What follows belongs to an exercise in optimizing a design on an open flow for small area, a short achievable clock period and few clock cycles per item; a production flow would make more cautious choices.
No functional check of the RTL was part of any run shown here.
No activity file was given, so power comes from the tool's default toggle rates.

## flow/design.v (module list and top-level ports; edited modules follow where they fit)
// module booth_enc: 55 lines
// module mac_stage1: 1217 lines
// module mac_stage2: 438 lines
// module conv_accel_top: 247 lines
module conv_accel_top (
    input  logic                       clk,
    input  logic                       rst,
    input  logic                       req_valid_i,
    input  logic [1:0]                 req_op_i,
    input  logic                       req_imm_i,
    input  logic [cnn_pkg::DATA_W-1:0] req_rj_i,
    input  logic [cnn_pkg::DATA_W-1:0] req_rk_i,
    output logic                       req_ready_o,
    output logic                       rsp_valid_o,
    output logic                       mem_valid_o,
    input  logic                       mem_ready_i,
    output logic [cnn_pkg::DATA_W-1:0] mem_addr_o,
    output logic                       mem_read_o,
    output logic [cnn_pkg::DATA_W-1:0] mem_wdata_o,
    input  logic                       mem_rsp_valid_i,
    input  logic [cnn_pkg::DATA_W-1:0] mem_rsp_rdata_i
);
  // ...
==> flow/flow/run.sh <==
#!/bin/bash
# Standard layout; ports buffered with a plain buffer, free cell resizing, and
# timing repair aiming past the 10 ns clock's slack.
set -euo pipefail
bash standard.sh SETUP_SLACK_MARGIN=6.8 MATCH_CELL_FOOTPRINT=0 "BUFFER_PORTS_ARGS=-buffer_cell sky130_fd_sc_hd__buf_4" finish > make_finish.log 2>&1
==> flow/standard.sh <==
#!/bin/bash
# synth_recipe.tcl (not shown) runs the flow's synth.tcl, then flattens the netlist and writes it again
# the make line also repeats each setting of config.mk as NAME=value (left out here)
make -C /OpenROAD-flow-scripts/flow DESIGN_CONFIG=/design/flow/config.mk WORK_HOME=/design/flow/orfs CLKGATE_MAP_FILE= SYNTH_SCRIPT=/design/flow/synth_recipe.tcl "${@:-finish}"
==> flow/config.mk <==
export PLATFORM = sky130hd
export DESIGN_NAME = conv_accel_top
export DESIGN_NICKNAME = conv_accel_top
export VERILOG_FILES = /design/flow/design.v
export SDC_FILE = /design/flow/constraint.sdc
export NUM_CORES = 4
export LEC_CHECK = 0
export CAP_MARGIN = 20
export CORE_MARGIN = 2
export CORE_UTILIZATION = 40
export SLEW_MARGIN = 20
==> flow/constraint.sdc <==
create_clock -name core_clock -period 10.0 [get_ports {clk}]
set_input_delay 2.0000 -clock core_clock [delete_from_list [all_inputs] [get_ports {clk}]]
set_output_delay 2.0000 -clock core_clock [all_outputs]
set_load 0.01 [all_outputs]
==> flow_summary_export.csv, run 1 <==
group,metric,value,unit
critical_path,path_delay_family,"flip-flops",
clocking,root_buffer,"clkbuf_16",
power_and_ir_drop,p_comb,5.56,mW
placed_design,portBuffers,149,
run_status,outcome,"timing/DRC/antenna clean",
clocking,cts_tree,"yes",
power_and_ir_drop,p_sw,5.06,mW
critical_path,r2r_slack,6.70,ns
critical_path,reg2regPathDepth,13,
drt,drt_iter0_drc,2578,
critical_path,cp-end-kind,"primary output",
power_and_ir_drop,vdd_drop_max,0.156,mV
critical_path,cp-start-kind,"flop",
synth,synth.largest_area_cell,"edfxtp_1",
final_layout,stdcell_area,54000,um^2
clocking,cts_buffer_depth,3,
power_and_ir_drop,switching_share,36.4,%
synth,synth_xor_area_share,8.14,%
final_layout,fin_util,47.3,%
placed_design,dpl.cell_count,5554,
sta,max_slew_margin,33.8,%
power_and_ir_drop,p_int,8.86,mW
min_path,hold_end,"lb_q$_DFF_P_",
clocking,cts_setup_buffers,61,
final_layout,final_cell_mix,"edfxtp_1, inv_1, nand2_1",
==> run 2: changes to the inputs <==
--- a/flow/config.mk
+++ b/flow/config.mk
@@ -9,3 +9,4 @@
 export CORE_MARGIN = 2
-export CORE_UTILIZATION = 40
+export CORE_UTILIZATION = 60
+export PLACE_DENSITY = 0.75
 export SLEW_MARGIN = 20
==> run 2 against run 1 <==
Against the previous run:
- still clean on timing, DRC and antenna
- via count grew 3.3%
- flip-flop and latch count unchanged
- worst hold slack lost 0.011 ns
- cell count decreased by 8.7%
- critical path depth increased by 9
- first-iteration DRC count increased by 41%
- power grew 1.0%
- synthesized cell count is the same
- final area fell by 1.7%
- combinational power increased by 2%
- critical path type is now reg -> reg
- largest power group unchanged
==> flow_summary_export.csv, run 2 <==
group,metric,value,unit
run_status,outcome,"timing/DRC/antenna clean",
global_routing,antenna_found_initial,0,
global_routing,grt_use_total,30.3,%
final_layout,syn2layout_area_growth,15.4,%
synth,async_flop_share,0,%
clocking,root_buffer,"clkbuf_16",
critical_path,crit_type,"reg -> reg",
global_routing,grt_max_degree,90,
critical_path,cp_cell_sequence,"a22oi_1, xnor2_1, fa_1, fa_1, inv_2, fa_2, xnor2_2, xnor2_1, xnor2_1, xnor2_1, xnor2_2",
clocking,clock_sinks,838,
die,coreArea,75900,um^2
critical_path,cp_max_fo,11,
sta,timing_max_transition_violations_final,0,
drt,drtAntennaViolNets,0,
die,start_util,60.6,%
sta,finClkSkew,0.0360,ns
power_and_ir_drop,power_leakage,20.8,nW
drt,first_pass_iters,7,
synth,seq_area_frac_synth,48.2,%
global_routing,grt_pass1_wl,184,mm
final_layout,stdcell_area,53100,um^2
drt,route.detailed.drc,0,
placed_design,portBuffers,149,
clocking,htreeDepth,3,
die,fp.dieArea,78900,um^2
run,maxCapViolations,0,
global_routing,overflow,0,
critical_path,required,10.55,ns
drt,wl,119,mm
sta,fin_tns_setup,0,ns
critical_path,critical-path-slowest-cell,"dfxtp_2",
final_layout,nNetsFinal,4683,
synth,ys.flop_type,"edfxtp_1",
drt,routedWlPerCell,22.4,um
clocking,clk_latency,0.67,ns
sta,fin_ws,6.63,ns
final_layout,post_route_cells_drive_above_1_share,15.8,%
synth,synth_area,46000,um^2
final_layout,final_cell_mix,"edfxtp_1, inv_1, nand2_1",
drt,drt_iter0_drc,3645,
synth,synth.largest_area_cell,"edfxtp_1",
synth,synth_edf_count,542,
die,die_y,281,um
critical_path,cp-end-kind,"flop",
final_layout,top_regs,"win_q x160, wt_q x128, mid_q x119",
placed_design,dpl_worst_slack,5.33,ns
clocking,ctsHoldBuffers,0,
final_layout,largest-register,"win_q",
clocking,numCtsBuffers,87,
critical_path,crit_path_frequent_cell,"xnor2_1",
sta,tightest_slew,0.952,ns
sta,finalCritPeriodShare,33.7,%
final_layout,fin_util,69.9,%
placed_design,placed_cell_area,48200,um^2
power_and_ir_drop,vdd_drop_max,0.232,mV
synth,synth_most_common_cell,"edfxtp_1",
synth,synthTopCellsByArea,"edfxtp_1, dfxtp_1, fa_1, xor2_1, a22oi_1",
sta,setup_viol,0,
sta,max_freq,297,MHz
die,io_pins,172,
power_and_ir_drop,cellPowerDensity,265,nW/um^2
critical_path,cp_data_arrival_time,3.93,ns
clocking,cts_tree,"yes",
synth,yosys_warnings,1,
final_layout,num_antenna_cells,0,
synth,synth_area_per_cell,11.2,um^2
synth,synthesis.instances,4105,
drt,detailroute.via_count,32200,
die,floorplan.rows,101,
synth,synth_common_cells,"edfxtp_1, inv_1, nand2_1, dfxtp_1, a22oi_1",
power_and_ir_drop,power.total,14.1,mW
placed_design,dp_hpwl,71.6,mm
final_layout,final_common_cell,"edfxtp_1",
clocking,cts_buffer_depth,3,
global_routing,first_global_vias,32400,
critical_path,max_stage_delay,0.53,ns
sta,max_slew_margin,36.4,%
die,die_w,281,um
synth,ys_ff_latch,838,
synth,synth_top_area_share,35.4,%
clocking,clk_pin_slew,0.06,ns
sta,rsz0062_at_grt,"yes",
final_layout,largest_register_ffs,160,
min_path,worstHoldPathType,"reg -> reg",
sta,hold_violations,0,
placed_design,gp_congestion,0.860,
critical_path,cp-start-kind,"flop",
sta,fin_crit,3.37,ns
synth,ys_types,75,
drt,vias_per_cell,6.04,
[run 2: cell counts after synthesis]
Identical to the previous run, type by type.
[run 2: worst paths after layout]
check / startpoint / cells after the start / end / slack, ns
setup / recovery: twoa_q[10]$_DFF_P_ / 11 / mid_q[118]$_DFF_P_ / 6.63
hold / removal: la_q$_DFF_P_ / 0 / lb_q$_DFF_P_ / 0.33
setup reg to reg: twoa_q[10]$_DFF_P_ / 11 / mid_q[118]$_DFF_P_ / 6.63
hold reg to reg: la_q$_DFF_P_ / 0 / lb_q$_DFF_P_ / 0.33
[run 2: critical path, delay by kind of cell (launching register included)]
| family | cells | cell delay [ns] |
|---|---|---|
| DFF | 1 | 0.53 |
| xor gates and xnor gates | 6 | 1.19 |
| buffers and inverters | 1 | 0.04 |
| adders and majority gates | 3 | 1.36 |
| AOI/OAI and AO/OA | 1 | 0.14 |
[run 2: logic make-up (layout without fill, tap and decap cells)]
group / after synthesis / after routing / share of synthesized area [%]
flip-flops: 838 / 838 / 48.2
AO/OA/AOI/OAI: 808 / 808 / 11.4
AND/OR/NAND/NOR: 771 / 774 / 7.84
buffers and inverters: 749 / 936 / 6.17
XOR/XNOR: 428 / 428 / 8.14
adder cells (fa/ha/maj): 358 / 358 / 14.0
multiplexers: 152 / 152 / 4.29
other: 1 / 2 / 0.00815
[run 2: timing repair]
item,in CTS,in global routing
setup endpoints to repair,454,174
hold endpoints to repair,0,0
pin swaps,17,41
buffers inserted,41,35
resized for setup,156,92
cloned,11,2
[run 2: area by class of cell]
type                    instances  area [um^2]
clock buffers                 118         2460
clock inverters                46          579
fillers                      5278        22800
inverters                     484         1830
multi-input cells            2522        21800
flip-flops and latches        838        22300
well taps                    1030         1290
repair buffers                287         2840
repair inverters                1         7.51
[run 2: power breakdown]
part           total (mW)  switching [mW]  internal [mW]  leakage, nW
clock                3.41            1.41           2.00         1.48
combinational        5.67            3.20           2.47         11.8
sequential           4.98           0.485           4.49         7.50
total                14.1            5.10           8.97         20.8
[run 2: through the flow]
stage | hold WS [ns] | instances
final | 0.327 | 5326
after global placement | 0.310 | 5072
after detailed placement | 0.313 | 5072
after CTS | 0.324 | 5288
after floorplan | 0.310 | 4106
after global routing | 0.331 | 5326
[run 2: per-layer routing]
| metal | part of all wire, % | GRT usage [%] |
|---|---|---|
| met1 | 39 | 39.6 |
| met5 | 0 | 0 |
| met4 | 3.9 | 11.8 |
| met3 | 9.1 | 5.74 |
| met2 | 48 | 50.2 |
==> run 3: changes to the inputs <==
--- a/flow/config.mk
+++ b/flow/config.mk
@@ -9,4 +9,5 @@
 export CORE_MARGIN = 2
-export CORE_UTILIZATION = 60
-export PLACE_DENSITY = 0.75
+export CORE_UTILIZATION = 40
+export CTS_BUF_LIST = sky130_fd_sc_hd__clkbuf_8
+export CTS_CLUSTER_SIZE = 30
 export SLEW_MARGIN = 20
==> run 3 against run 2 <==
Against the previous run:
- fmax decreased by 2.8%
- global-route usage decreased by 9.3 points
- flip-flop and latch count unchanged
- via count decreased by 2.9%
- setup slack got worse by 0.098 ns
- largest power group unchanged
- register-to-register slack improved by 0.06 ns
- sequential power about the same
- clock power decreased by 13%
- combinational power decreased by 2%
- final area increased by 0.21%
- worst hold slack got worse by 0.0060 ns
==> flow_summary_export.csv, run 3 <==
group,metric,value,unit
drt,detailroute.via_count,31200,
drt,routed.top_layer,"met4",
drt,dr_wl_met3,7.95,mm
final_layout,largest-register,"win_q",
synth,seq_area_frac_synth,48.2,%
die,die_y,343,um
sta,rsz0062_at_grt,"yes",
synth,synth_common_cells,"edfxtp_1, inv_1, nand2_1, dfxtp_1, a22oi_1",
sta,fin_tns_setup,0,ns
die,die_w,343,um
critical_path,cp_data_arrival_time,1.47,ns
synth,synth_edf_count,542,
sta,max_freq,288,MHz
sta,finClkSkew,0.0644,ns
placed_design,dp_hpwl,75.5,mm
final_layout,post_route_cells_drive_above_1_share,16.1,%
placed_design,placed_cell_area,48900,um^2
placed_design,dpl_worst_slack,5.20,ns
clocking,htreeDepth,4,
drt,vias_per_cell,5.30,
synth,ys_types,75,
final_layout,instances_no_fill,5896,
clocking,ctsHoldBuffers,0,
die,io_pins,172,
global_routing,overflow,0,
global_routing,antenna_found_initial,2,
global_routing,first_global_vias,32100,
power_and_ir_drop,seqPwrFrac,36.8,%
min_path,worstHoldPathType,"reg -> reg",
final_layout,fillers,10600,
synth,synth_area,46000,um^2
critical_path,required,8.00,ns
sta,holdWs,0.321,ns
run,maxCapViolations,0,
clocking,clock_sinks,838,
drt,drtAntennaViolNets,0,
final_layout,syn2layout_area_growth,15.6,%
drt,routedWlPerCell,21.0,um
clocking,root_buffer,"clkbuf_8",
die,floorplan.rows,124,
sta,setup_viol,0,
drt,drt_iter0_drc,2591,
synth,yosys_warnings,1,
synth,ys_ff_latch,838,
final_layout,final_common_cell,"edfxtp_1",
clocking,numCtsBuffers,147,
sta,fin_ws,6.53,ns
placed_design,gp_congestion,0.825,
run_status,outcome,"timing/DRC/antenna clean",
clocking,clk_latency,0.84,ns
power_and_ir_drop,switching_share,37.4,%
synth,synth_area_per_cell,11.2,um^2
drt,first_pass_iters,7,
final_layout,stdcell_area,53200,um^2
sta,finalCritPeriodShare,34.7,%
power_and_ir_drop,power_frac_clock,22.1,%
drt,route.detailed.drc,0,
clocking,cts_tree,"yes",
final_layout,top_regs,"win_q x160, wt_q x128, mid_q x119",
die,start_util,40.3,%
placed_design,portBuffers,149,
sta,max_slew_margin,32.3,%
die,fp.dieArea,118000,um^2
power_and_ir_drop,cellPowerDensity,253,nW/um^2
global_routing,grt_pass1_wl,189,mm
power_and_ir_drop,p_int,8.44,mW
global_routing,grt_max_degree,76,
sta,tightest_slew,1.01,ns
synth,synthTopCellsByArea,"edfxtp_1, dfxtp_1, fa_1, xor2_1, a22oi_1",
sta,timing_max_transition_violations_final,0,
power_and_ir_drop,power_leakage,20.8,nW
clocking,clk_pin_slew,0.06,ns
critical_path,crit_type,"reg -> out",
critical_path,cp-start-kind,"flop",
sta,hold_violations,0,
critical_path,cp-end-kind,"primary output",
power_and_ir_drop,p_sw,5.04,mW
drt,wl,124,mm
global_routing,grt_use_total,20.9,%
final_layout,nNetsFinal,4724,
synth,synth.largest_area_cell,"edfxtp_1",
synth,synth_top_area_share,35.4,%
power_and_ir_drop,pwr-share-comb,41.0,%
power_and_ir_drop,vdd_drop_max,0.152,mV
synth,synthesis.instances,4105,
power_and_ir_drop,power.total,13.5,mW
placed_design,dpl.cell_count,5554,
final_layout,fin_util,46.6,%
final_layout,final_cell_mix,"edfxtp_1, inv_1, nand2_1",
synth,synth_most_common_cell,"edfxtp_1",
drt,wl_met1,52.9,mm
die,coreArea,114000,um^2
drt,dr_wl_met2,58.7,mm
synth,async_flop_share,0,%
critical_path,cp_max_fo,2,
clocking,cts_buffer_depth,3,
synth,ys.flop_type,"edfxtp_1",
sta,fin_crit,3.47,ns
final_layout,largest_register_ffs,160,
==> run 3: changes by cell type in the layout (fill, tap and decap cells not counted), sizes merged <==
cell | previous run | this run
diode | 0 | 1
clkinv | 29 | 37
inv | 484 | 550
buf | 273 | 258
bufinv | 10 | 2
clkbuf | 132 | 168
==> run 3: cell type report <==
cell class / count / area [um^2] / share of cell area, %
sequential: 838 / 22300 / 41.9
multi-input combinational: 2522 / 21700 / 40.8
timing repair buffer: 267 / 2660 / 5.00
clock buffer: 159 / 2190 / 4.11
tap: 1512 / 1890 / 3.56
inverter: 484 / 1830 / 3.44
clock inverter: 111 / 578 / 1.09
timing repair inverter: 2 / 12.5 / 0.0235
antenna: 1 / 2.50 / 0.00470
==> run 3: kinds of logic after synthesis <==
| group | synth area share, % |
|---|---|
| flip-flops | 48.2 |
| AO/OA/AOI/OAI | 11.4 |
| AND/OR/NAND/NOR | 7.84 |
| buffers and inverters | 6.17 |
| XOR/XNOR | 8.14 |
| adder cells (fa/ha/maj) | 14.0 |
| multiplexers | 4.29 |
| other | 0.00815 |
==> run 3: worst paths after layout <==
kind | startpoint | to | slack, ns | cells past startpoint
max | busy_q$_SDFF_PP0_ | req_ready_o | 6.53 | 2
min | fa_q$_DFF_P_ | fb_q$_DFF_P_ | 0.32 | 0
max reg2reg | twoa_q[11]$_DFF_P_ | mid_q[118]$_DFF_P_ | 6.69 | 12
min reg2reg | fa_q$_DFF_P_ | fb_q$_DFF_P_ | 0.32 | 0
==> run 3: power groups by stage <==
stage / clock network, mW / logic [mW] / registers [mW]
2_1_floorplan: 0 / 4.02 / 4.77
3_3_place_gp: 0 / 5.15 / 5.05
3_5_place_dp: 0 / 5.28 / 5.07
4_1_cts: 3.06 / 5.57 / 4.95
5_1_grt: 3.23 / 6.39 / 5.01
6_report: 2.98 / 5.53 / 4.97
==> run 3: per-layer routing <==
metal / GRT usage [%] / up-vias
li1: - / 14400
met1: 27.3 / 15500
met2: 34.1 / 1092
met3: 4.14 / 270
met4: 9.09 / 0
met5: 0 / -
==> run 3: worst max-delay path: stages, from the launching register on <==
cell        delay [ns]
dfxtp_4           0.37
clkinvlp_4        0.13
buf_6             0.15
==> run 3: what timing repair did <==
| action | 4_1_cts | 5_1_grt |
|---|---|---|
| pin swaps | 24 | 33 |
| setup buffers | 42 | 18 |
| resized for setup | 161 | 72 |
| endpoints found under the setup margin | 337 | 274 |
| gates cloned | 7 | 4 |
==> module conv_accel_top, before the edit <==
module conv_accel_top (
    input  logic                       clk,
    input  logic                       rst,
    input  logic                       req_valid_i,
    input  logic [1:0]                 req_op_i,
    input  logic                       req_imm_i,
    input  logic [cnn_pkg::DATA_W-1:0] req_rj_i,
    input  logic [cnn_pkg::DATA_W-1:0] req_rk_i,
    output logic                       req_ready_o,
    output logic                       rsp_valid_o,
    output logic                       mem_valid_o,
    input  logic                       mem_ready_i,
    output logic [cnn_pkg::DATA_W-1:0] mem_addr_o,
    output logic                       mem_read_o,
    output logic [cnn_pkg::DATA_W-1:0] mem_wdata_o,
    input  logic                       mem_rsp_valid_i,
    input  logic [cnn_pkg::DATA_W-1:0] mem_rsp_rdata_i
);
    localparam int DW = cnn_pkg::DATA_W;
    localparam int AW = cnn_pkg::ADDR_W;
    localparam int LW = cnn_pkg::LEN_W;
    localparam int S  = cnn_pkg::WIN_WORDS;
    localparam int PW = cnn_pkg::POS_W;
    localparam int MB = cnn_pkg::MID_BITS;
    logic [AW-1:0]          src_q, dst_q;
    logic [LW-1:0]          n_q;
    logic [1:0]             km1_q;               
    logic [1:0]             kwm1_q;              
    logic [3:0][DW-1:0]     wt_q;
    logic                   busy_q;              
    logic                   rsp_q;
    logic [1:0]             keffm1_q;            
    logic [2:0]             wtodo_q;             
    logic [2:0]             wrsp_q;              
    logic [LW-1:0]          rtodo_q;             
    logic [AW-1:0]          rd_addr_q;           
    logic [AW-1:0]          wr_addr_q;           
    logic [AW-1:0]          addr_q;              
    logic [2:0]             used_q;              
    logic                   req_v_q, req_rd_q;   
    logic                   req_lastw_q;         
    logic [S-1:0][DW-1:0]   win_q;               
    logic [PW-1:0]          pos_q;               
    logic [1:0]             tap_q;
    logic [LW-1:0]          orem_q;              
    logic [DW-1:0]          acc_s_q, acc_c_q;
    logic                   acc_full_q;          
    logic [1:0]             oinf_q;              
    logic [DW-1:0]          res_q;
    logic                   res_full_q;          
    logic [DW-1:0]          res1_q;              
    logic                   res1_full_q;
    logic cmd_hsk, conv_hsk;
    assign req_ready_o = ~busy_q;
    assign rsp_valid_o = rsp_q;
    assign cmd_hsk     = req_valid_i & ~busy_q;
    assign conv_hsk    = cmd_hsk & (req_op_i == cnn_pkg::OP_CONV);
    logic [1:0]    keff_reuse;                   
    logic [1:0]    kdrop;                        
    assign keff_reuse = (kwm1_q < km1_q) ? kwm1_q : km1_q;
    assign kdrop      = km1_q - keff_reuse;
    always_ff @(posedge clk) begin
        if (cmd_hsk && req_op_i == cnn_pkg::OP_CONF_SRC) begin
            src_q <= req_rj_i[DW-1:2];
            n_q   <= req_rk_i[LW-1:0];
            km1_q <= req_rk_i[LW +: 2] - 2'd1;
        end
        if (cmd_hsk && req_op_i == cnn_pkg::OP_CONF_DST) begin
            dst_q <= req_rj_i[DW-1:2];
        end
        if (conv_hsk && req_imm_i) begin
            kwm1_q <= km1_q;
        end
    end
    logic rd_acc, wr_acc, slot, last_wr;
    logic acc_vacate, res_full_nx, want_rd;
    logic rsp_w, rsp_d;
    assign rd_acc = req_v_q & req_rd_q & mem_ready_i;
    assign wr_acc = req_v_q & ~req_rd_q & mem_ready_i;
    assign slot   = ~req_v_q | mem_ready_i;
    assign rsp_w  = mem_rsp_valid_i & (wrsp_q != 3'd0);
    assign rsp_d  = mem_rsp_valid_i & (wrsp_q == 3'd0);
    assign mem_valid_o = req_v_q;
    assign mem_read_o  = req_rd_q;
    assign mem_addr_o  = {addr_q, 2'b00};
    assign mem_wdata_o = res_q;
    logic avail, last_tap, mac_fire, free;
    assign avail      = ~pos_q[PW-1];
    assign last_tap   = (tap_q == keffm1_q);
    assign acc_vacate = acc_full_q & (~res1_full_q | wr_acc);
    assign mac_fire   = busy_q & avail & (orem_q != '0) & ((tap_q != 2'd0) | (oinf_q != 2'd3));
    assign free       = mac_fire & (tap_q == 2'd0);
    assign res_full_nx = res1_full_q | (res_full_q & ~wr_acc) | acc_vacate;
    assign want_rd     = (wtodo_q != 3'd0) | ((rtodo_q != '0) & (int'(used_q) < S));
    assign last_wr     = wr_acc & (orem_q == '0) & (oinf_q == 2'd1);
    always_ff @(posedge clk) begin
        if (rst) begin
            busy_q      <= 1'b0;
            rsp_q       <= 1'b0;
            req_v_q     <= 1'b0;
            req_rd_q    <= 1'b0;
            req_lastw_q <= 1'b0;
            wtodo_q     <= '0;
            wrsp_q      <= '0;
            rtodo_q     <= '0;
            used_q      <= '0;
        end else begin
            rsp_q <= (cmd_hsk & (req_op_i != cnn_pkg::OP_CONV)) | last_wr;
            if (conv_hsk) begin
                busy_q      <= 1'b1;
                req_v_q     <= 1'b1;
                req_rd_q    <= 1'b1;
                if (req_imm_i) begin
                    keffm1_q    <= km1_q;
                    wtodo_q     <= {1'b0, km1_q};
                    wrsp_q      <= {1'b0, km1_q} + 3'd1;
                    req_lastw_q <= (km1_q == 2'd0);
                    rtodo_q     <= n_q;
                    used_q      <= '0;
                end else begin
                    keffm1_q    <= keff_reuse;
                    wtodo_q     <= '0;
                    wrsp_q      <= '0;
                    req_lastw_q <= 1'b0;
                    rtodo_q     <= n_q - LW'(kdrop) - LW'(1);
                    used_q      <= 3'd1;
                end
            end else if (busy_q) begin
                if (last_wr) busy_q <= 1'b0;
                if (rsp_w) wrsp_q <= wrsp_q - 3'd1;
                if (slot) begin
                    if (!last_wr && res_full_nx) begin
                        req_v_q  <= 1'b1;
                        req_rd_q <= 1'b0;
                    end else if (!last_wr && want_rd) begin
                        req_v_q     <= 1'b1;
                        req_rd_q    <= 1'b1;
                        req_lastw_q <= (wtodo_q == 3'd1);
                        if (wtodo_q != 3'd0) wtodo_q <= wtodo_q - 3'd1;
                        else                 rtodo_q <= rtodo_q - LW'(1);
                    end else begin
                        req_v_q <= 1'b0;
                    end
                end
                used_q <= used_q
                          + ((slot && !last_wr && !res_full_nx && want_rd && wtodo_q == 3'd0) ? 3'd1 : 3'd0)
                          - (free ? 3'd1 : 3'd0);
            end
        end
    end
    logic [AW-1:0] rd_addr_d, wr_addr_d;
    logic          new_wr, new_rd;
    assign rd_addr_d = rd_acc ? (req_lastw_q ? src_q : rd_addr_q + AW'(1)) : rd_addr_q;
    assign wr_addr_d = wr_acc ? wr_addr_q + AW'(1) : wr_addr_q;
    assign new_wr    = busy_q & slot & ~last_wr & res_full_nx;
    assign new_rd    = busy_q & slot & ~last_wr & ~res_full_nx & want_rd;
    always_ff @(posedge clk) begin
        if (conv_hsk) begin
            rd_addr_q <= req_imm_i ? req_rj_i[DW-1:2] : src_q;
            wr_addr_q <= dst_q;
            addr_q    <= req_imm_i ? req_rj_i[DW-1:2] : src_q;
        end else begin
            rd_addr_q <= rd_addr_d;
            wr_addr_q <= wr_addr_d;
            if (new_wr)      addr_q <= wr_addr_d;
            else if (new_rd) addr_q <= rd_addr_d;
        end
    end
    logic [1:0] widx;
    assign widx = km1_q + 2'd1 - wrsp_q[1:0];    
    always_ff @(posedge clk) begin
        if (rsp_w) wt_q[widx] <= mem_rsp_rdata_i;
        if (rsp_d) begin
            win_q[0] <= mem_rsp_rdata_i;
            for (int i = 1; i < S; i++) win_q[i] <= win_q[i-1];
        end
    end
    logic [DW-1:0]   xa_q;
    logic [DW/2-1:0] one, two, neg, onea_q, twoa_q, nega_q;   
    logic          va_q, fa_q, la_q;
    logic [MB-1:0] mid, mid_q;
    logic          vb_q, fb_q, lb_q;
    logic [DW-1:0] mac_as, mac_ac, tree_s, tree_c;
    booth_enc u_booth_enc (.y(wt_q[tap_q]), .one(one), .two(two), .neg(neg));
    mac_stage1 u_mac_stage1 (.x(xa_q), .one(onea_q), .two(twoa_q), .neg(nega_q), .mid_o(mid));
    assign mac_as = fb_q ? '0 : acc_s_q;
    assign mac_ac = fb_q ? '0 : acc_c_q;
    mac_stage2 u_mac_stage2 (
        .mid_i(mid_q), .as_i(mac_as), .ac_i(mac_ac), .s_o(tree_s), .c_o(tree_c)
    );
    logic [PW-1:0] pos_step;
    always_comb begin
        pos_step = '0;
        if (mac_fire) pos_step = last_tap ? ({{(PW-2){1'b0}}, keffm1_q} + {PW{1'b1}}) : {PW{1'b1}};
        if (rsp_d)    pos_step = pos_step + {{(PW-1){1'b0}}, 1'b1};
    end
    always_ff @(posedge clk) begin
        if (rst) begin
            acc_full_q <= 1'b0;
            res_full_q <= 1'b0;
            res1_full_q <= 1'b0;
            oinf_q     <= '0;
            va_q       <= 1'b0;
            vb_q       <= 1'b0;
        end else begin
            va_q <= mac_fire;
            vb_q <= va_q;
            if (conv_hsk) begin
                pos_q      <= {PW{1'b1}};
                tap_q      <= '0;
                orem_q     <= n_q - LW'(km1_q);
                acc_full_q <= 1'b0;
                res_full_q <= 1'b0;
                res1_full_q <= 1'b0;
                oinf_q     <= '0;
            end else begin
                pos_q      <= pos_q + pos_step;
                acc_full_q <= (acc_full_q & ~acc_vacate) | (vb_q & lb_q);
                res_full_q <= res_full_nx;
                res1_full_q <= (res1_full_q & ~wr_acc) | (acc_vacate & res_full_q & ~(wr_acc & ~res1_full_q));
                oinf_q     <= oinf_q + (free ? 2'd1 : 2'd0) - (wr_acc ? 2'd1 : 2'd0);
                if (mac_fire) begin
                    tap_q <= last_tap ? 2'd0 : tap_q + 2'd1;
                    if (last_tap) orem_q <= orem_q - LW'(1);
                end
            end
        end
    end
    always_ff @(posedge clk) begin
        xa_q  <= win_q[pos_q[PW-2:0]];
        onea_q <= one;
        twoa_q <= two;
        nega_q <= neg;
        fa_q  <= (tap_q == 2'd0);
        la_q  <= last_tap;
        mid_q <= mid;
        fb_q  <= fa_q;
        lb_q  <= la_q;
        if (vb_q) begin
            acc_s_q <= tree_s;
            acc_c_q <= tree_c;
        end
        if (wr_acc && res1_full_q)                                   res_q  <= res1_q;
        else if (acc_vacate && (!res_full_q || wr_acc))              res_q  <= acc_s_q + acc_c_q;
        if (acc_vacate && res_full_q && !(wr_acc && !res1_full_q))   res1_q <= acc_s_q + acc_c_q;
    end
endmodule
==> run 4: changes to the inputs <==
--- a/flow/design.v
+++ b/flow/design.v
@@ -1876,4 +1876,6 @@
     logic          new_wr, new_rd;
-    assign rd_addr_d = rd_acc ? (req_lastw_q ? src_q : rd_addr_q + AW'(1)) : rd_addr_q;
-    assign wr_addr_d = wr_acc ? wr_addr_q + AW'(1) : wr_addr_q;
+    logic [AW-1:0] addr_inc;                     
+    assign addr_inc  = addr_q + AW'(1);
+    assign rd_addr_d = rd_acc ? (req_lastw_q ? src_q : addr_inc) : rd_addr_q;
+    assign wr_addr_d = wr_acc ? addr_inc : wr_addr_q;
     assign new_wr    = busy_q & slot & ~last_wr & res_full_nx;
--- a/flow/config.mk
+++ b/flow/config.mk
@@ -7,3 +7,3 @@
 export LEC_CHECK = 0
-export CAP_MARGIN = 20
+export CAP_MARGIN = 10
 export CORE_MARGIN = 2
@@ -11,3 +11,2 @@
 export CTS_BUF_LIST = sky130_fd_sc_hd__clkbuf_8
-export CTS_CLUSTER_SIZE = 30
-export SLEW_MARGIN = 20
+export SLEW_MARGIN = 10
==> run 4 against run 3 <==
Against the previous run:
- still clean on timing, DRC and antenna
- register-to-register slack worse by 0.11 ns
- wire length up 5.9%
- first-iteration DRC count up 11%
- non-clock buffer count up 97
==> flow_summary_export.csv, run 4 <==
group,metric,value,unit
run,maxCapViolations,0,
sta,setup_viol,0,
clocking,clk_pin_slew,0.06,ns
sta,max_slew_margin,28.4,%
clocking,numCtsBuffers,147,
synth,synthMuxAreaShare,4.48,%
power_and_ir_drop,cellPowerDensity,257,nW/um^2
synth,synth_area_per_cell,11.3,um^2
synth,async_flop_share,0,%
critical_path,reg2reg_to,"mid_q[118]$_DFF_P_",
critical_path,crit_type,"reg -> out",
sta,rsz0062_at_grt,"yes",
clocking,htreeDepth,4,
final_layout,syn2layout_area_growth,19.0,%
drt,vias_per_cell,5.36,
min_path,min_from,"fa_q$_DFF_P_",
sta,hold_violations,0,
die,die_y,342,um
global_routing,grt_pass1_wl,198,mm
synth,ys_types,76,
critical_path,critical-path-slowest-cell,"edfxtp_1",
synth,ys.flop_type,"edfxtp_1",
synth,yosys_warnings,1,
global_routing,first_global_vias,32500,
sta,tightest_slew,1.07,ns
placed_design,gp_congestion,0.822,
synth,synth_xor_area_share,8.21,%
critical_path,required,8.00,ns
final_layout,largest_register_ffs,160,
run_status,outcome,"timing/DRC/antenna clean",
global_routing,grt_max_degree,86,
drt,drt_iter0_drc,2885,
synth,ys_ff_latch,838,
min_path,worstHoldPathType,"reg -> reg",
clocking,cts_tree,"yes",
synth,synth_top_area_share,35.6,%
final_layout,post_route_cells_drive_above_1_share,19.3,%
drt,first_pass_iters,5,
global_routing,overflow,0,
critical_path,max_stage_delay,0.49,ns
power_and_ir_drop,power_leakage,21.4,nW
final_layout,nNetsFinal,4776,
synth,synth_most_common_cell,"edfxtp_1",
sta,fin_crit,3.49,ns
synth,synth_common_cells,"edfxtp_1, inv_1, nand2_1, dfxtp_1, fa_1",
final_layout,fillers,10400,
critical_path,cp_max_fo,2,
drt,drtAntennaViolNets,0,
die,io_pins,172,
critical_path,path_delay_family,"flip-flops",
die,fp.dieArea,117000,um^2
drt,wl,131,mm
clocking,cts_buffer_depth,3,
final_layout,top_regs,"win_q x160, wt_q x128, mid_q x119",
final_layout,final_cell_mix,"edfxtp_1, inv_1, nand2_1",
synth,synth_edf_count,542,
power_and_ir_drop,vdd_drop_max,0.142,mV
global_routing,grt_use_total,22.2,%
critical_path,cp-start-kind,"flop",
clocking,ctsHoldBuffers,0,
die,coreArea,114000,um^2
drt,routedWlPerCell,22.0,um
final_layout,final_common_cell,"edfxtp_1",
critical_path,cp_cell_sequence,"buf_6",
die,start_util,40.2,%
clocking,clock_sinks,838,
clocking,root_buffer,"clkbuf_8",
critical_path,cp_data_arrival_time,1.49,ns
synth,synthesis.instances,4058,
critical_path,r2r-start,"twoa_q[3]$_DFF_P_",
die,die_w,342,um
sta,max_freq,287,MHz
synth,synth_top_family_by_area,"adder cells",
critical_path,cp-end-kind,"primary output",
sta,finalCritPeriodShare,34.9,%
synth,synthSimpleGateAreaFrac,7.52,%
min_path,hold_depth,0,
min_path,hold_end,"fb_q$_DFF_P_",
critical_path,reg2regPathDepth,13,
critical_path,r2r_slack,6.58,ns
sta,fin_tns_setup,0,ns
drt,route.detailed.drc,0,
final_layout,fin_util,47.8,%
clocking,clk_latency,0.82,ns
die,floorplan.rows,124,
drt,detailroute.via_count,31800,
critical_path,cp.buffers_inverters,1,
synth,seq_area_frac_synth,48.5,%
synth,synthTopCellsByArea,"edfxtp_1, dfxtp_1, fa_1, xor2_1, a22oi_1",
global_routing,antenna_found_initial,4,
synth,synth_adder_area_share,14.0,%
synth,synth_area,45800,um^2
sta,finClkSkew,0.0715,ns
sta,timing_max_transition_violations_final,0,
synth,synth.largest_area_cell,"edfxtp_1",
synth,synth_compound_area_share,11.2,%
placed_design,portBuffers,149,
final_layout,largest-register,"win_q",
placed_design,dp_hpwl,75.3,mm
[run 4: layout make-up]
| cell class | count | area [um^2] | area share [%] |
|---|---|---|---|
| sequential | 838 | 22300 | 41.0 |
| multi-input combinational | 2484 | 21700 | 39.8 |
| timing repair buffer | 364 | 3700 | 6.80 |
| clock buffer | 170 | 2340 | 4.29 |
| tap | 1512 | 1890 | 3.47 |
| inverter | 480 | 1840 | 3.39 |
| clock inverter | 96 | 657 | 1.21 |
| antenna | 3 | 7.51 | 0.0138 |
[run 4: what timing repair did]
item	CTS	global route
setup buffers	97	46
hold endpoints to repair	0	0
cloned	13	5
resized for setup	208	110
endpoints found under the setup margin	353	233
pin swaps	39	47
[run 4: how the worst max path moves through the flow]
stage                   startpoint                      to  cells past startpoint
2_1_floorplan      mem_rsp_valid_i  pos_q[3]$_SDFFCE_PP1N_                     10
3_3_place_gp           mem_ready_i    addr_q[19]$_DFFE_PP_                     10
3_5_place_dp           mem_ready_i    addr_q[19]$_DFFE_PP_                     10
4_1_cts        addr_q[1]$_DFFE_PP_           mem_addr_o[3]                      1
5_1_grt        addr_q[1]$_DFFE_PP_           mem_addr_o[3]                      1
6_report       addr_q[1]$_DFFE_PP_           mem_addr_o[3]                      1
[run 4: layer usage]
| metal | up-vias | routed length, um | GRT usage [%] |
|---|---|---|---|
| li1 | 14400 | - | - |
| met1 | 15900 | 54400 | 28.8 |
| met2 | 1278 | 61800 | 35.8 |
| met3 | 282 | 10200 | 4.79 |
| met4 | 0 | 4550 | 9.38 |
| met5 | - | 0 | 0 |
[run 4: logic make-up after synthesis]
group,count (synthesis)
AOI/OAI and AO/OA,792
xor gates and xnor gates,429
adders and majority gates,357
buffers and inverters,738
DFF,838
muxes,160
other,1
and+or+nand+nor,743
[run 4: power breakdown]
group          switching [mW]  internal, mW  leakage, nW
clock network            1.47          1.74         1.71
registers               0.425          4.53         7.53
logic                    3.32          2.53         12.1
total                    5.22          8.81         21.4
[run 4: through the flow]
| step | std cells | cell area (um^2) | worst slack (ns) | hold slack [ns] | total power [mW] |
|---|---|---|---|---|---|
| floorplan | 4059 | 46300 | 4.36 | 0.310 | 8.90 |
| global placement | 5517 | 48700 | 4.70 | 0.312 | 10.3 |
| detailed placement | 5517 | 48700 | 4.63 | 0.321 | 10.5 |
| CTS | 5893 | 53500 | 6.41 | 0.339 | 14.1 |
| global route | 5947 | 54500 | 6.44 | 0.339 | 15.1 |
| finish | 5947 | 54500 | 6.51 | 0.332 | 14.0 |
==> run 5: changes to the inputs <==
==> flow/flow/run.sh (replaced) <==
#!/bin/bash
# Standard layout; ports buffered with a plain buffer, free cell resizing, and
# timing repair aiming past the 10 ns clock's slack.
set -euo pipefail
bash standard.sh SETUP_SLACK_MARGIN=7.0 MATCH_CELL_FOOTPRINT=0 "BUFFER_PORTS_ARGS=-buffer_cell sky130_fd_sc_hd__buf_4" finish > make_finish.log 2>&1
--- a/flow/config.mk
+++ b/flow/config.mk
@@ -7,6 +7,5 @@
 export LEC_CHECK = 0
-export CAP_MARGIN = 10
+export CAP_MARGIN = 20
 export CORE_MARGIN = 2
 export CORE_UTILIZATION = 40
-export CTS_BUF_LIST = sky130_fd_sc_hd__clkbuf_8
-export SLEW_MARGIN = 10
+export SLEW_MARGIN = 20
==> run 5 against run 4 <==
Against the previous run:
- still clean
- sequential share of layout area down 1.1 points
- combinational power up 2%
- critical path depth up 12
- core utilization up 1.3 points
- clock skew down 0.022 ns
- area after synthesis unchanged
- clock power up 6%
- worst hold slack worse by 0.0072 ns
- fmax up 1.3%
- largest cell class is now multi-input combinational cells
- highest routed layer unchanged
==> flow_summary_export.csv, run 5 <==
group,metric,value,unit
sta,rsz0062_at_grt,"yes",
final_layout,final_cell_mix,"edfxtp_1, inv_1, nand2_1",
power_and_ir_drop,p_int,9.11,mW
die,coreArea,114000,um^2
drt,drtAntennaViolNets,0,
power_and_ir_drop,seqPwrFrac,34.7,%
synth,synth_area_per_cell,11.3,um^2
sta,max_slew_margin,36.4,%
synth,synthTopCellsByArea,"edfxtp_1, dfxtp_1, fa_1, xor2_1, a22oi_1",
sta,max_freq,290,MHz
synth,ys_ff_latch,838,
critical_path,max_stage_delay,0.52,ns
clocking,clk_pin_slew,0.06,ns
synth,ys.flop_type,"edfxtp_1",
clocking,htreeDepth,3,
run_status,outcome,"timing/DRC/antenna clean",
critical_path,crit_path_frequent_cell,"xnor2_1",
sta,timing_max_transition_violations_final,0,
power_and_ir_drop,power_leakage,21.6,nW
synth,synth_top_family_by_area,"adder cells",
synth,synth_most_common_cell,"edfxtp_1",
die,start_util,40.2,%
clocking,cts_buffer_depth,3,
drt,routedWlPerCell,22.2,um
die,die_y,342,um
synth,synth_edf_count,542,
die,io_pins,172,
synth,async_flop_share,0,%
synth,synthMuxAreaShare,4.48,%
die,die_w,342,um
critical_path,cp_max_fo,9,
power_and_ir_drop,p_sw,5.20,mW
power_and_ir_drop,power.total,14.3,mW
drt,route.detailed.drc,0,
final_layout,syn2layout_area_growth,22.3,%
synth,synth_common_cells,"edfxtp_1, inv_1, nand2_1, dfxtp_1, fa_1",
synth,synth_compound_area_share,11.2,%
sta,fin_crit,3.44,ns
clocking,root_buffer,"clkbuf_16",
final_layout,top_regs,"win_q x160, wt_q x128, mid_q x119",
placed_design,dp_hpwl,74.4,mm
critical_path,cp-start-kind,"flop",
drt,detailroute.via_count,31800,
power_and_ir_drop,pwr-share-comb,41.5,%
global_routing,antenna_found_initial,1,
placed_design,portBuffers,149,
power_and_ir_drop,switching_share,36.3,%
synth,synth.largest_area_cell,"edfxtp_1",
power_and_ir_drop,vdd_drop_max,0.173,mV
global_routing,grt_use_total,22.1,%
critical_path,required,10.57,ns
critical_path,critical-path-slowest-cell,"dfxtp_2",
final_layout,final_common_cell,"edfxtp_1",
synth,ys_types,76,
drt,drt_iter0_drc,2967,
synth,synth_top_area_share,35.6,%
final_layout,largest_register_ffs,160,
synth,synthSimpleGateAreaFrac,7.52,%
global_routing,first_global_vias,32600,
min_path,worstHoldPathType,"reg -> reg",
drt,wl,131,mm
final_layout,post_route_cells_drive_above_1_share,21.5,%
synth,synth_adder_area_share,14.0,%
sta,fin_tns_setup,0,ns
power_and_ir_drop,power_frac_clock,23.8,%
sta,hold_violations,0,
critical_path,crit_type,"reg -> reg",
clocking,clock_sinks,838,
die,fp.dieArea,117000,um^2
synth,synth_area,45800,um^2
critical_path,cp.buffers_inverters,2,
critical_path,cp_cell_sequence,"a22oi_2, xor2_2, fa_1, inv_1, fa_1, inv_2, fa_2, xnor2_2, xnor2_2, xnor2_1, xnor2_1, xnor2_1, xnor2_1",
sta,tightest_slew,0.952,ns
global_routing,grt_max_degree,79,
drt,vias_per_cell,5.39,
synth,synth_xor_area_share,8.21,%
sta,finClkSkew,0.0493,ns
final_layout,nNetsFinal,4782,
sta,finalCritPeriodShare,34.4,%
die,floorplan.rows,124,
clocking,clk_latency,0.70,ns
sta,setup_viol,0,
clocking,cts_tree,"yes",
placed_design,gp_congestion,0.803,
critical_path,cp-end-kind,"flop",
critical_path,cp_data_arrival_time,4.02,ns
synth,seq_area_frac_synth,48.5,%
global_routing,grt_pass1_wl,198,mm
clocking,numCtsBuffers,93,
run,maxCapViolations,0,
critical_path,path_delay_family,"adder cells",
global_routing,overflow,0,
final_layout,largest-register,"win_q",
synth,synthesis.instances,4058,
synth,yosys_warnings,1,
drt,first_pass_iters,6,
power_and_ir_drop,cellPowerDensity,256,nW/um^2
run 5: cell counts after synthesis:
Identical to the previous run, type by type.
run 5: power by group through the flow:
| stage | Clock [mW] | Sequential, mW | Combinational [mW] |
|---|---|---|---|
| global placement | 0 | 5.01 | 5.30 |
| finish | 3.40 | 4.96 | 5.94 |
| detailed placement | 0 | 5.03 | 5.43 |
| CTS | 3.47 | 4.94 | 5.86 |
| floorplan | 0 | 4.80 | 4.11 |
| global route | 3.60 | 5.01 | 6.84 |
run 5: cells by family (layout without fill, tap and decap cells):
family,count (synthesis),after routing
XOR/XNOR,429,429
flip-flops,838,838
adder cells (fa/ha/maj),357,357
AO/OA/AOI/OAI,792,793
AND/OR/NAND/NOR,743,751
buffers and inverters,738,1070
multiplexers,160,160
other,1,3
run 5: routing by layer:
| metal | GRT usage, % | vias up | share of wire [%] |
|---|---|---|---|
| li1 | - | 14400 | - |
| met1 | 28.7 | 15800 | 41 |
| met2 | 36.1 | 1282 | 47 |
| met3 | 4.37 | 316 | 7.3 |
| met4 | 9.02 | 0 | 3.9 |
| met5 | 0 | - | 0 |
run 5: worst paths after layout:
kind         cells past startpoint  slack [ns]                 end                from
min reg2reg                      0        0.33        fb_q$_DFF_P_        fa_q$_DFF_P_
max                             13        6.56  mid_q[118]$_DFF_P_  twoa_q[11]$_DFF_P_
min                              0        0.33        fb_q$_DFF_P_        fa_q$_DFF_P_
max reg2reg                     13        6.56  mid_q[118]$_DFF_P_  twoa_q[11]$_DFF_P_
run 5: through the flow:
stage	instances	util [%]	setup slack [ns]	area, um^2	hold WS [ns]
finish	5913	49.1	6.56	56000	0.325
CTS	5864	48.1	6.59	54800	0.327
floorplan	4059	-	4.36	46500	0.310
global route	5913	49.1	6.42	56000	0.337
global placement	5516	42.8	5.12	48700	0.314
detailed placement	5516	42.8	5.13	48700	0.314
run 5: cell type report:
type | count | area (um^2)
antenna | 1 | 2.50
clock buffer | 140 | 2650
multi-input combinational | 2492 | 22500
inverter | 480 | 1830
timing repair inverter | 1 | 5.00
clock inverter | 34 | 390
fill | 10100 | 57900
tap | 1512 | 1890
sequential | 838 | 22300
timing repair buffer | 415 | 4370
run 5: what timing repair did:
| action | CTS | global route |
|---|---|---|
| gates cloned | 27 | 2 |
| pin swaps | 116 | 109 |
| hold buffers | 0 | 0 |
| buffers inserted | 147 | 46 |
| resized for setup | 366 | 188 |
| setup endpoints to repair | 634 | 414 |

-- static timing again, ports no longer ideal --
In the flow no input, the clock included, has a driving cell. The finished layouts below were timed again as built, in two steps.
Step 1: set_driving_cell puts a clkbuf_16 on clk and a buf_2 on each other input, an assumption about the parent block.
Step 2 times the ports against the registers' clock, not the clock port: input delays grow and output delays shrink by t, the midpoint of the rising clock arrivals with the driver on.
a / b / c = no drivers / after step 1 / after step 2; a / b = the first two.
run | shift t [ns] | slack for setup (ns) | clock arrival spread, ns | worst slew at a driven data input, ns | cell pins on the clock port's net
run 1 | 0.755 | 6.654 / 6.580 / 5.909 | 0.070 / 0.070 | 0.13 | 1
run 2 | 0.722 | 6.629 / 6.629 / 5.982 | 0.036 / 0.037 | 0.11 | 1
run 3 | 0.887 | 6.531 / 6.455 / 5.957 | 0.078 / 0.079 | 0.12 | 1
run 4 | 0.862 | 6.512 / 6.437 / 5.678 | 0.078 / 0.078 | 0.13 | 1
run 5 | 0.752 | 6.556 / 6.556 / 5.842 | 0.052 / 0.051 | 0.12 | 1
After both steps every run listed still meets setup and hold. For run 4, which loses most, drivers alone change the setup slack by -0.075 ns; drivers and shift together by -0.834 ns.
